From an optimization exercise on the open Yosys and OpenROAD flow, aimed at small area, a short achievable clock period and few clock cycles; shortcuts taken in it are not production practice.
In this exercise RTL edits were held to simulation tests only and were not proved equivalent to the original.
No activity file was given, so power comes from the tool's default toggle rates.

==> flow/design.v (excerpt) <==
module time_ordered_event_queue #(
  parameter int QUEUE_DEPTH = 64,
  parameter int TIME_BITS   = 40
) (
  input  logic                  clk,
  input  logic                  rst,
  input  logic                    req_valid,
  output logic                    req_ready,
  input  logic                    req_type,
  input  logic [FIELD_TIME_W-1:0] req_event_time,
  input  logic [KIND_W-1:0]       req_event_kind,
  input  logic [IDENT_W-1:0]      req_event_ident,
  input  logic [LINE_W-1:0]       req_line_number,
  output logic                    rsp_valid,
  input  logic                    rsp_ready,
  output logic [STATUS_W-1:0]     rsp_status,
  output logic [FIELD_TIME_W-1:0] rsp_out_time,
  output logic [KIND_W-1:0]       rsp_out_kind,
  output logic [IDENT_W-1:0]      rsp_out_ident,
  output logic [LINE_W-1:0]       rsp_out_line,
  output logic [OCC_W-1:0]        rsp_occupancy,
  input  logic                  psel,
  input  logic                  penable,
  input  logic                  pwrite,
  input  logic [APB_ADDR_W-1:0] paddr,
  input  logic [APB_DATA_W-1:0] pwdata,
  output logic [APB_DATA_W-1:0] prdata,
  output logic                  pready
);
  localparam int N     = QUEUE_DEPTH;
  localparam int CNT_W = $clog2(QUEUE_DEPTH + 1);
  localparam int TAG_W = KIND_W + IDENT_W + LINE_W;
  localparam int RES_W = STATUS_W + FIELD_TIME_W + TAG_W + OCC_W;
  logic [TIME_BITS-1:0] horizon;
  assign pready = 1'b1;
  always_ff @(posedge clk) begin
    if (rst) begin
      horizon <= '0;
    end else if (psel && penable && pwrite && (paddr == REG_HORIZON_ADDR)) begin
      horizon <= TIME_BITS'(pwdata[FIELD_TIME_W-1:0]);
    end
  end
  ...
Size in the first run: roughly 4900 flip-flops, roughly 240000 um2 of cells after synthesis.
==> flow/config.mk <==
export PLATFORM = sky130hd
export DESIGN_NAME = time_ordered_event_queue
export DESIGN_NICKNAME = time_ordered_event_queue
export VERILOG_FILES = /design/flow/design.v
export SDC_FILE = /design/flow/constraint.sdc
export NUM_CORES = 8
export LEC_CHECK = 0
export CAP_MARGIN = 20
export CORE_MARGIN = 2
export CORE_UTILIZATION = 50
export CTS_CLUSTER_DIAMETER = 100
export CTS_CLUSTER_SIZE = 20
export PLACE_DENSITY = 0.6
export SETUP_SLACK_MARGIN = 3.0
export SLEW_MARGIN = 20
export TNS_END_PERCENT = 100
==> flow/constraint.sdc <==
create_clock -name core_clock -period 6.5 [get_ports {clk}]
set_input_delay 1.3000 -clock core_clock [delete_from_list [all_inputs] [get_ports {clk}]]
set_output_delay 1.3000 -clock core_clock [all_outputs]
set_load 0.01 [all_outputs]
standard.sh (not shown) runs the stock make flow with config.mk's settings and CLKGATE_MAP_FILE= SYNTH_SCRIPT=/design/flow/synth_recipe.tcl, a recipe that flattens the netlist after the stock synthesis.
==> flow/flow/run.sh <==
#!/bin/bash
# The standard layout (standard.sh, with config.mk's settings) plus two
# changes: the APB address and read-data pins sit together on the die's edge
# (io.tcl, read where the floorplan step reads IO_CONSTRAINTS), and the port
# buffers are buf_4 cells instead of the delay buffers buffer_ports would pick.
set -euo pipefail
work=$(pwd)
bash standard.sh \
  "IO_CONSTRAINTS=$work/flow/io.tcl" \
  "BUFFER_PORTS_ARGS=-buffer_cell sky130_fd_sc_hd__buf_4" \
  finish > "$work/standard.log" 2>&1
==> flow/flow/io.tcl <==
set_io_pin_constraint -group -order -pin_names {paddr[0] paddr[1] paddr[2] paddr[3] prdata[0] prdata[1] prdata[2] prdata[3] prdata[4] prdata[5] prdata[6] prdata[7] prdata[8] prdata[9] prdata[10] prdata[11] prdata[12] prdata[13] prdata[14] prdata[15] prdata[16] prdata[17] prdata[18] prdata[19] prdata[20] prdata[21] prdata[22] prdata[23] prdata[24] prdata[25] prdata[26] prdata[27] prdata[28] prdata[29] prdata[30] prdata[31] prdata[32] prdata[33] prdata[34] prdata[35] prdata[36] prdata[37] prdata[38] prdata[39]}
Testbench counts at the start, summed over its fixed seeds: cycles 32,016.
Next try:
Settings changed: SETUP_SLACK_MARGIN 3.0 to 3.3.
Effect: Sequential power fell slightly; die area does not change; non-clock buffer count climbs by 271; via count decreases by a few percent; worst setup slack gets better by 0.053 ns.

========
Setup of job 8826:
Another version of the RTL of time_ordered_event_queue (not shown whole).
Size: roughly 29000 cells after synthesis, ~290 I/O pins, roughly 250000 um2 of cells after synthesis.
clock: 6.5 ns
lec_check: 0
cap_margin: 20
core_margin: 2
core_utilization: 55
cts_cluster_diameter: 100
cts_cluster_size: 24
place_density: 0.65
setup_slack_margin: 3.0
slew_margin: 20
tns_end_percent: 100
==> flow/flow/run.sh <==
#!/bin/bash
# The standard layout (standard.sh, with config.mk's settings) plus three
# changes: the APB address and read-data pins sit together on the die's edge
# (io.tcl, read where the floorplan step reads IO_CONSTRAINTS), the port
# buffers are buf_4 cells instead of the delay buffers buffer_ports would pick,
# and the steps estimate wire parasitics with pessimistic layer RC
# (layer_rc.tcl, read in place of the platform's setRC.tcl).
set -euo pipefail
work=$(pwd)
bash standard.sh \
  "IO_CONSTRAINTS=$work/flow/io.tcl" \
  "BUFFER_PORTS_ARGS=-buffer_cell sky130_fd_sc_hd__buf_4" \
  "LAYER_PARASITICS_FILE=$work/flow/layer_rc.tcl" \
  finish > "$work/standard.log" 2>&1
==> flow/flow/layer_rc.tcl <==
set_layer_rc -layer li1 -capacitance 1.873750e-04 -resistance 8.970000e-02
set_layer_rc -layer met1 -capacitance 2.154688e-04 -resistance 1.116125e-03
set_layer_rc -layer met2 -capacitance 1.702913e-04 -resistance 1.116125e-03
set_layer_rc -layer met3 -capacitance 2.687025e-04 -resistance 1.958750e-04
set_layer_rc -layer met4 -capacitance 1.851600e-04 -resistance 1.958750e-04
set_layer_rc -layer met5 -capacitance 1.926087e-04 -resistance 2.226250e-05

set_layer_rc -via mcon -resistance 9.249146E-3
set_layer_rc -via via -resistance 4.5E-3
set_layer_rc -via via2 -resistance 3.368786E-3
set_layer_rc -via via3 -resistance 0.376635E-3
set_layer_rc -via via4 -resistance 0.00580E-3

set_wire_rc -signal -layer met1
set_wire_rc -clock -layer met3
Scripts as last shown in full above: flow/flow/io.tcl
Job 8826 completed every stage of the flow, and the final layout passed the timing, design-rule and antenna checks.
Testbench counts of job 8826, summed over its fixed seeds: cycles 32,024.
Relative to job 8826, the following input files were edited for job 8619:
Settings: changing CTS_CLUSTER_SIZE from 24 to 20; changing CORE_UTILIZATION from 55 to 50; changing PLACE_DENSITY from 0.65 to 0.6.
==> flow/flow/run.sh <==
#!/bin/bash
# The standard layout (standard.sh, with config.mk's settings) plus two
# changes: the APB address and read-data pins sit together on the die's edge
# (io.tcl, read where the floorplan step reads IO_CONSTRAINTS), and the port
# buffers are buf_4 cells instead of the delay buffers buffer_ports would pick.
set -euo pipefail
work=$(pwd)
bash standard.sh \
  "IO_CONSTRAINTS=$work/flow/io.tcl" \
  "BUFFER_PORTS_ARGS=-buffer_cell sky130_fd_sc_hd__buf_4" \
  finish > "$work/standard.log" 2>&1
removed: flow/flow/layer_rc.tcl
Notes after the runs:
Going from job 8826 to job 8619, area of all sequential standard cells neither gained nor lost much; total non-filler cell area in the finished layout ~0 delta; routed wire length went up by 110000 um; setup slack after layout has decreased.
Relative to job 8826, non-clock buffer count has decreased by 135 in job 8619.
Count of clock-buffer cells in the layout was higher in job 8619 than in job 8826.
Cmp job 8826 and job 8619 / worst hold slack / lower: job 8826
Die: job 8619 bigger than job 8826
Fmax for job 8619: 7.0 MHz down relative to job 8826
Re placer congestion estimate: job 8619 is about 3% down on job 8826.
On leakage power figure, job 8826 loses to job 8619.
Modified inputs, job 6026 compared to job 8619
Settings: changing CTS_CLUSTER_SIZE from 20 to 24; changing PLACE_DENSITY from 0.6 to 0.72; changing CORE_UTILIZATION from 50 to 62.
==> flow/flow/run.sh <==
#!/bin/bash
# The standard layout (standard.sh, with config.mk's settings) plus three
# changes: the APB address and read-data pins sit together on the die's edge
# (io.tcl, read where the floorplan step reads IO_CONSTRAINTS), the port
# buffers are buf_4 cells instead of the delay buffers buffer_ports would pick,
# and the steps estimate wire parasitics with pessimistic layer RC
# (layer_rc.tcl, read in place of the platform's setRC.tcl).
set -euo pipefail
work=$(pwd)
bash standard.sh \
  "IO_CONSTRAINTS=$work/flow/io.tcl" \
  "BUFFER_PORTS_ARGS=-buffer_cell sky130_fd_sc_hd__buf_4" \
  "LAYER_PARASITICS_FILE=$work/flow/layer_rc.tcl" \
  finish > "$work/standard.log" 2>&1
==> flow/flow/layer_rc.tcl (new file) <==
set_layer_rc -layer li1 -capacitance 1.873750e-04 -resistance 8.970000e-02
set_layer_rc -layer met1 -capacitance 2.154688e-04 -resistance 1.116125e-03
set_layer_rc -layer met2 -capacitance 1.702913e-04 -resistance 1.116125e-03
set_layer_rc -layer met3 -capacitance 2.687025e-04 -resistance 1.958750e-04
set_layer_rc -layer met4 -capacitance 1.851600e-04 -resistance 1.958750e-04
set_layer_rc -layer met5 -capacitance 1.926087e-04 -resistance 2.226250e-05

set_layer_rc -via mcon -resistance 9.249146E-3
set_layer_rc -via via -resistance 4.5E-3
set_layer_rc -via via2 -resistance 3.368786E-3
set_layer_rc -via via3 -resistance 0.376635E-3
set_layer_rc -via via4 -resistance 0.00580E-3

set_wire_rc -signal -layer met1
set_wire_rc -clock -layer met3
Results
- Job 6026 did not stop at any stage, and its layout met the timing, design-rule and antenna checks.
- Sequential share of layout area essentially unchanged between job 6026 and job 8619.
- The final total power of job 6026 was superior to that of job 8619.
- Taking job 8619 as the reference, in job 6026 area of the placeable core -94000 um2, ratio of final minimum period to clock period -2.8 points.
- The run showing the smaller power per standard cell area is job 6026.
- Diff job 8619 and job 6026: number of levels the H-tree was split into higher in job 8619
- Measured against job 8619, the number of ordinary and repair buffers in the finished layout of job 6026 comes out at 1.13 times the reference value.
- Of job 8619 and job 6026, the run reporting the lower worst path setup slack after routing was job 8619.
- Job 6026 -> job 8619: proportion of synthesized flip-flops having asynchronous set or reset flat
- Higher sequential share of power goes to job 6026 over job 8619.

========
## the previous run
Starting RTL as in the previous note.
Settings: LEC_CHECK=0, CAP_MARGIN=20, CORE_MARGIN=2, CORE_UTILIZATION=55, CTS_CLUSTER_DIAMETER=100, CTS_CLUSTER_SIZE=24, PLACE_DENSITY=0.65, SETUP_SLACK_MARGIN=3.0, SLEW_MARGIN=20, TNS_END_PERCENT=100; clock period 6.5 ns.
==> flow/flow/run.sh <==
#!/bin/bash
# The standard layout (standard.sh, with config.mk's settings) plus three
# changes: the APB address and read-data pins sit together on the die's edge
# (io.tcl, read where the floorplan step reads IO_CONSTRAINTS), the port
# buffers are buf_4 cells instead of the delay buffers buffer_ports would pick,
# and the steps estimate wire parasitics with pessimistic layer RC
# (layer_rc.tcl, read in place of the platform's setRC.tcl).
set -euo pipefail
work=$(pwd)
bash standard.sh \
  "IO_CONSTRAINTS=$work/flow/io.tcl" \
  "BUFFER_PORTS_ARGS=-buffer_cell sky130_fd_sc_hd__buf_4" \
  "LAYER_PARASITICS_FILE=$work/flow/layer_rc.tcl" \
  finish > "$work/standard.log" 2>&1
==> flow/flow/layer_rc.tcl <==
set_layer_rc -layer li1 -capacitance 2.248500e-04 -resistance 1.076400e-01
set_layer_rc -layer met1 -capacitance 2.585625e-04 -resistance 1.339350e-03
set_layer_rc -layer met2 -capacitance 2.043495e-04 -resistance 1.339350e-03
set_layer_rc -layer met3 -capacitance 3.224430e-04 -resistance 2.350500e-04
set_layer_rc -layer met4 -capacitance 2.221920e-04 -resistance 2.350500e-04
set_layer_rc -layer met5 -capacitance 2.311305e-04 -resistance 2.671500e-05

set_layer_rc -via mcon -resistance 9.249146E-3
set_layer_rc -via via -resistance 4.5E-3
set_layer_rc -via via2 -resistance 3.368786E-3
set_layer_rc -via via3 -resistance 0.376635E-3
set_layer_rc -via via4 -resistance 0.00580E-3

set_wire_rc -signal -layer met1
set_wire_rc -clock -layer met3
Scripts as last shown in full above: flow/flow/io.tcl
Testbench counts of the previous run, summed over its fixed seeds: cycles 32,024.
The following lists how the current run was set up differently from the previous run:
Settings: CTS_CLUSTER_SIZE: 24 -> 20; CORE_UTILIZATION: 55 -> 50; PLACE_DENSITY: 0.65 -> 0.6.
==> flow/flow/layer_rc.tcl <==
set_layer_rc -layer li1 -capacitance 1.873750e-04 -resistance 8.970000e-02
set_layer_rc -layer met1 -capacitance 2.154688e-04 -resistance 1.116125e-03
set_layer_rc -layer met2 -capacitance 1.702913e-04 -resistance 1.116125e-03
set_layer_rc -layer met3 -capacitance 2.687025e-04 -resistance 1.958750e-04
set_layer_rc -layer met4 -capacitance 1.851600e-04 -resistance 1.958750e-04
set_layer_rc -layer met5 -capacitance 1.926087e-04 -resistance 2.226250e-05

set_layer_rc -via mcon -resistance 9.249146E-3
set_layer_rc -via via -resistance 4.5E-3
set_layer_rc -via via2 -resistance 3.368786E-3
set_layer_rc -via via3 -resistance 0.376635E-3
set_layer_rc -via via4 -resistance 0.00580E-3

set_wire_rc -signal -layer met1
set_wire_rc -clock -layer met3
### Flow results
| area added between synthesis and finish | the previous run vs the current run | ≈ equal |. The clock skew of the current run falls short of that of the previous run by 0.028 ns. Diff the previous run -> the current run | met1 usage in global routing | decrease of 1.6 points. Compare the current run and the previous run | routed wire length higher: the current run. Note that the core region area recorded for the current run amounts to 1.10 times the value seen in the previous run. Die area | the current run > the previous run.

========
## run A
Starting RTL as in the previous note.
clock: 6.5 ns
lec_check: 0
cap_margin: 20
core_margin: 2
core_utilization: 55
cts_cluster_diameter: 100
cts_cluster_size: 24
place_density: 0.65
setup_slack_margin: 3.0
slew_margin: 20
tns_end_percent: 100
==> flow/flow/run.sh <==
#!/bin/bash
# The standard layout (standard.sh, with config.mk's settings) plus two
# changes: the APB address and read-data pins sit together on the die's edge
# (io.tcl, read where the floorplan step reads IO_CONSTRAINTS), and the port
# buffers are buf_4 cells instead of the delay buffers buffer_ports would pick.
set -euo pipefail
work=$(pwd)
bash standard.sh \
  "IO_CONSTRAINTS=$work/flow/io.tcl" \
  "BUFFER_PORTS_ARGS=-buffer_cell sky130_fd_sc_hd__buf_4" \
  finish > "$work/standard.log" 2>&1
Scripts as last shown in full above: flow/flow/io.tcl
Testbench counts of run A, summed over its fixed seeds: cycles 32,024.
diff inputs: run A => run Y
==> flow/flow/run.sh <==
#!/bin/bash
# The standard layout (standard.sh, with config.mk's settings) plus three
# changes: the APB address and read-data pins sit together on the die's edge
# (io.tcl, read where the floorplan step reads IO_CONSTRAINTS), the port
# buffers are buf_4 cells instead of the delay buffers buffer_ports would pick,
# and the steps estimate wire parasitics with pessimistic layer RC
# (layer_rc.tcl, read in place of the platform's setRC.tcl).
set -euo pipefail
work=$(pwd)
bash standard.sh \
  "IO_CONSTRAINTS=$work/flow/io.tcl" \
  "BUFFER_PORTS_ARGS=-buffer_cell sky130_fd_sc_hd__buf_4" \
  "LAYER_PARASITICS_FILE=$work/flow/layer_rc.tcl" \
  finish > "$work/standard.log" 2>&1
==> flow/flow/layer_rc.tcl (new file) <==
set_layer_rc -layer li1 -capacitance 1.873750e-04 -resistance 8.970000e-02
set_layer_rc -layer met1 -capacitance 2.154688e-04 -resistance 1.116125e-03
set_layer_rc -layer met2 -capacitance 1.702913e-04 -resistance 1.116125e-03
set_layer_rc -layer met3 -capacitance 2.687025e-04 -resistance 1.958750e-04
set_layer_rc -layer met4 -capacitance 1.851600e-04 -resistance 1.958750e-04
set_layer_rc -layer met5 -capacitance 1.926087e-04 -resistance 2.226250e-05

set_layer_rc -via mcon -resistance 9.249146E-3
set_layer_rc -via via -resistance 4.5E-3
set_layer_rc -via via2 -resistance 3.368786E-3
set_layer_rc -via via3 -resistance 0.376635E-3
set_layer_rc -via via4 -resistance 0.00580E-3

set_wire_rc -signal -layer met1
set_wire_rc -clock -layer met3
==> flow/config.mk <==
export PLATFORM = sky130hd
export DESIGN_NAME = time_ordered_event_queue
export DESIGN_NICKNAME = time_ordered_event_queue
export VERILOG_FILES = /design/flow/design.v
export SDC_FILE = /design/flow/constraint.sdc
export NUM_CORES = 8
export LEC_CHECK = 0
export CAP_MARGIN = 5
export CORE_MARGIN = 2
export CORE_UTILIZATION = 55
export CTS_CLUSTER_DIAMETER = 100
export CTS_CLUSTER_SIZE = 24
export PLACE_DENSITY = 0.65
export SETUP_SLACK_MARGIN = 3.0
export SLEW_MARGIN = 5
export TNS_END_PERCENT = 100
Notes after the runs:
- Run A has lower count of instances resized after the clock tree is built than run Y.
- Looking only at final area, and setting everything else aside, the lower value of run Y and run A goes to run A.
- Any difference in total routing resource utilization after global routing between run Y and run A is small enough to ignore.
- Going from run A to run Y, the depth of the most critical reg-to-reg path was found to have gone up by 2.
- Cmp run Y and run A / count of placed standard cells including taps / higher: run Y

[port drivers added, routing unchanged]
The results above use ideal ports. As a check the final layouts listed here were re-extracted and re-timed, cells and wires unchanged.
Step 1 assumes that a clkbuf_16 drives the clock port and a buf_2 every other input.
Step 2 also shifts input and output timing later by t, the mid clock arrival at the registers, as if the neighbouring blocks saw the same clock.
a / b / c = ideal / step 1 / step 2; a / b = the first two.
run	t (ns)	slack for setup (ns)	latest minus earliest clock arrival (ns)	worst data-port slew with drivers (ns)	pins driven straight from the clock port
the first run of note 1	1.188	2.735 / 2.643 / 1.454	0.061 / 0.061	0.41	1
the second run of note 1	1.148	2.788 / 2.757 / 1.628	0.051 / 0.051	0.53	1
job 8826	1.176	2.820 / 2.781 / 1.862	0.094 / 0.094	0.21	1
job 8619	1.164	2.722 / 2.831 / 1.667	0.065 / 0.065	0.13	1
job 6026	1.192	2.905 / 2.843 / 1.650	0.091 / 0.091	0.58	1
the previous run	1.181	2.766 / 2.718 / 1.805	0.086 / 0.086	0.35	1
the current run	1.165	2.861 / 2.826 / 1.668	0.062 / 0.061	0.52	1
run A	1.180	2.674 / 2.766 / 1.585	0.092 / 0.091	0.13	1
run Y	1.172	2.774 / 2.732 / 1.812	0.081 / 0.082	0.21	1
After both steps setup and hold are still met in every run listed. For the first run of note 1, which loses most, drivers alone change the setup slack by -0.092 ns; drivers and shift together by -1.281 ns.
